This design comes from an exercise in tuning for small area, a short achievable clock period and few clock cycles per item on the open sky130 flow, not from production work.
In this exercise RTL edits were held to simulation tests only and were not proved equivalent to the original.

==> job 329: inputs <==
==> flow/design.v (excerpt) <==
module dds_sine_sample_generator (
    input  logic                  clk,
    input  logic                  rst_n,
    input  logic                  in_valid,
    output logic                  in_ready,
    input  logic                  restart,
    output logic                  out_valid,
    input  logic                  out_ready,
    output dds_pkg::code_t        sample,
    input  logic                  cfg_valid,
    output logic                  cfg_ready,
    input  logic [1:0]            cfg_index,
    input  logic [31:0]           cfg_data
);
    logic [31:0] phase_step_reg;
    logic [11:0] low_code_reg;
    logic [11:0] high_code_reg;
    logic [31:0] phase_acc_reg;
    logic [31:0] acc_sum;
    logic        in_ready_reg, in_busy_reg, in_fire;
    logic        v1_reg, v2_reg, v3_reg;
    logic        en1, en2, en3;
    logic [5:0]  neg1_reg, one1_reg, two1_reg;
    logic        top1_reg;
    logic [11:0] lo1_reg, span1_reg;
    logic [23:0] row2a_reg, row2b_reg;
    logic [23:0] x3_reg;
    logic [11:0] head_reg, tail_reg;
    logic        head_v_reg, tail_v_reg;
    logic [11:0] rom_val, sine_next, lo_next, span_next;
    logic [23:0] row_a, row_b;
    logic [23:0] x_sum;
    logic [11:0] res;
    logic        wr, rd;
  ...
clock: 11.0 ns
lec_check: 0
cap_margin: 20
core_margin: 2
core_utilization: 40
slew_margin: 20
standard.sh (not shown) runs the stock make flow with config.mk's settings and CLKGATE_MAP_FILE= SYNTH_SCRIPT=/design/flow/synth_recipe.tcl, a recipe that flattens the netlist after the stock synthesis.
==> flow/flow/run.sh <==
#!/bin/bash
# Standard ORFS layout, with port buffers of a plain buffer cell and the
# setup repair aiming for margin below the clock period.
set -euo pipefail
bash standard.sh \
  "SETUP_SLACK_MARGIN=7.7" \
  "BUFFER_PORTS_ARGS=-buffer_cell sky130_fd_sc_hd__buf_2" \
  finish > standard_flow.log 2>&1
==> job 8593 (differences from job 329) <==
==> flow/flow/run.sh (replaced) <==
#!/bin/bash
# Standard ORFS layout, with port buffers of a plain buffer cell and the
# setup repair aiming for margin below the clock period.
set -euo pipefail
bash standard.sh \
  "SETUP_SLACK_MARGIN=0" \
  "BUFFER_PORTS_ARGS=-buffer_cell sky130_fd_sc_hd__buf_2" \
  finish > standard_flow.log 2>&1
==> job 1111 (differences from job 329) <==
==> flow/flow/run.sh (replaced) <==
#!/bin/bash
# The standard layout (the standard.sh) with three changes to how it is
# made: port buffers use a plain buffer cell instead of the delay cell the
# resizer picks by default; setup repair aims at a margin below the clock
# period; and repair works on the worst path only (TNS_END_PERCENT).
set -euo pipefail
bash standard.sh \
  "SETUP_SLACK_MARGIN=7.8" \
  "TNS_END_PERCENT=0" \
  "BUFFER_PORTS_ARGS=-buffer_cell sky130_fd_sc_hd__buf_2" \
  finish > standard_flow.log 2>&1
==> job 1720 (differences from job 329) <==
==> flow/flow/run.sh (replaced) <==
#!/bin/bash
# The standard layout (the standard.sh) with three changes to how it is
# made: port buffers use a plain buffer cell instead of the delay cell the
# resizer picks by default; setup repair aims at a margin below the clock
# period; and repair works on the worst path only (TNS_END_PERCENT).
set -euo pipefail
bash standard.sh \
  "SETUP_SLACK_MARGIN=7.8" \
  "TNS_END_PERCENT=0" \
  "ADDER_MAP_FILE=" \
  "BUFFER_PORTS_ARGS=-buffer_cell sky130_fd_sc_hd__buf_2" \
  finish > standard_flow.log 2>&1
==> results.sh <==
export IMPL_outcome="finished clean"
export IMPL_die_w_um=213
export IMPL_worst_path_buf_inv=4
export IMPL_syn_nets=1917
export IMPL_wl_per_cell_um=17.0
export IMPL_worstPathMaxFanout=4
export IMPL_grt_pass1_vias=12900
export IMPL_synth_simple_area_share_pct=8.63
the above is filed under job 329

==> results.sh <==
export IMPL_synth_simple_area_share_pct=13.5
export IMPL_worst_slack_ns=7.66
export IMPL_async_reset_ff_share_pct=40.8
export IMPL_synth_common_cells="xnor2_1 (265), nand2_1 (184), nor2_1 (171), a21oi_1 (140), edfxtp_1 (138)"
export IMPL_nets=2116
export IMPL_syn_nets=2125
export IMPL_worstPathMaxFanout=7
export IMPL_worst_path_buf_inv=0
export IMPL_wl_per_cell_um=17.2
export IMPL_die_w_um=220
export IMPL_grt_pass1_vias=14800
export IMPL_gr_total_overflow=0
export IMPL_outcome="finished clean"
the above is filed under job 1720

==> results.sh <==
export IMPL_numSequentialCells=233
export IMPL_worst_path_buf_inv=2
export IMPL_wl_per_cell_um=16.4
export IMPL_die_w_um=213
export IMPL_cts_tree="yes"
export IMPL_reg2reg_to="one1_reg[2]"
export IMPL_syn_nets=1917
export IMPL_synth_seq_cells=233
export IMPL_grt_pass1_vias=12400
export IMPL_drt_initial_drc_count=677
export IMPL_synth_xor_area_share_pct=8.11
export IMPL_synth_simple_area_share_pct=8.63
export IMPL_outcome="finished clean"
the above is filed under job 8593

==> results.sh <==
export IMPL_wl_per_cell_um=16.7
export IMPL_worst_path_buf_inv=3
export IMPL_syn_nets=1917
export IMPL_core_um2=43000
export IMPL_dr_pass1_iters=6
export IMPL_synth_simple_area_share_pct=8.63
export IMPL_cp_startpoint="neg1_reg[2]"
export IMPL_crit_family="adder cells"
export IMPL_multi_input_cells=1159
export IMPL_outcome="finished clean"
export IMPL_worstPathMaxFanout=8
export IMPL_grt_pass1_vias=12900
export IMPL_yosys_area_top_type="edfxtp_1"
export IMPL_die_w_um=213
the above is filed under job 1111

Testbench counts of job 329, summed over its fixed seeds: cycles 16,016, items 16,000.
Testbench counts of job 8593, summed over its fixed seeds: cycles 16,016, items 16,000.
Testbench counts of job 1111, summed over its fixed seeds: cycles 16,016, items 16,000.
Testbench counts of job 1720, summed over its fixed seeds: cycles 16,016, items 16,000.

separate check: timing with driven ports:
How much do the figures lean on ideal ports? The routed layouts below were timed once more, with nothing changed but the port constraints.
Step 1 assumes that a clkbuf_16 drives the clock port and a buf_2 every other input.
Step 2, shift: input delay + t, output delay - t, t = (earliest + latest rising clock arrival at the registers) / 2. This alone moves slack from input paths to output paths.
Slacks: ideal / step 1 / step 2; pairs: ideal / step 1.
| run | shift t [ns] | setup WS [ns] | worst setup path after step 2 | worst register clock-pin slew, ns | cell pins on the clock port's net |
|---|---|---|---|---|---|
| job 329 | 0.597 | 7.599 / 7.599 / 7.221 | input to register | 0.06 / 0.06 | 1 |
| job 8593 | 0.580 | 6.227 / 6.227 / 6.227 | register to register | 0.06 / 0.06 | 1 |
| job 1111 | 0.593 | 7.571 / 7.571 / 7.286 | input to register | 0.07 / 0.07 | 1 |
| job 1720 | 0.595 | 7.664 / 7.664 / 7.117 | input to register | 0.06 / 0.06 | 1 |
After both steps setup and hold are still met in every run listed. The setup slack of job 1720, which loses most, moves by 0.000 ns with the drivers and by -0.547 ns with both steps.
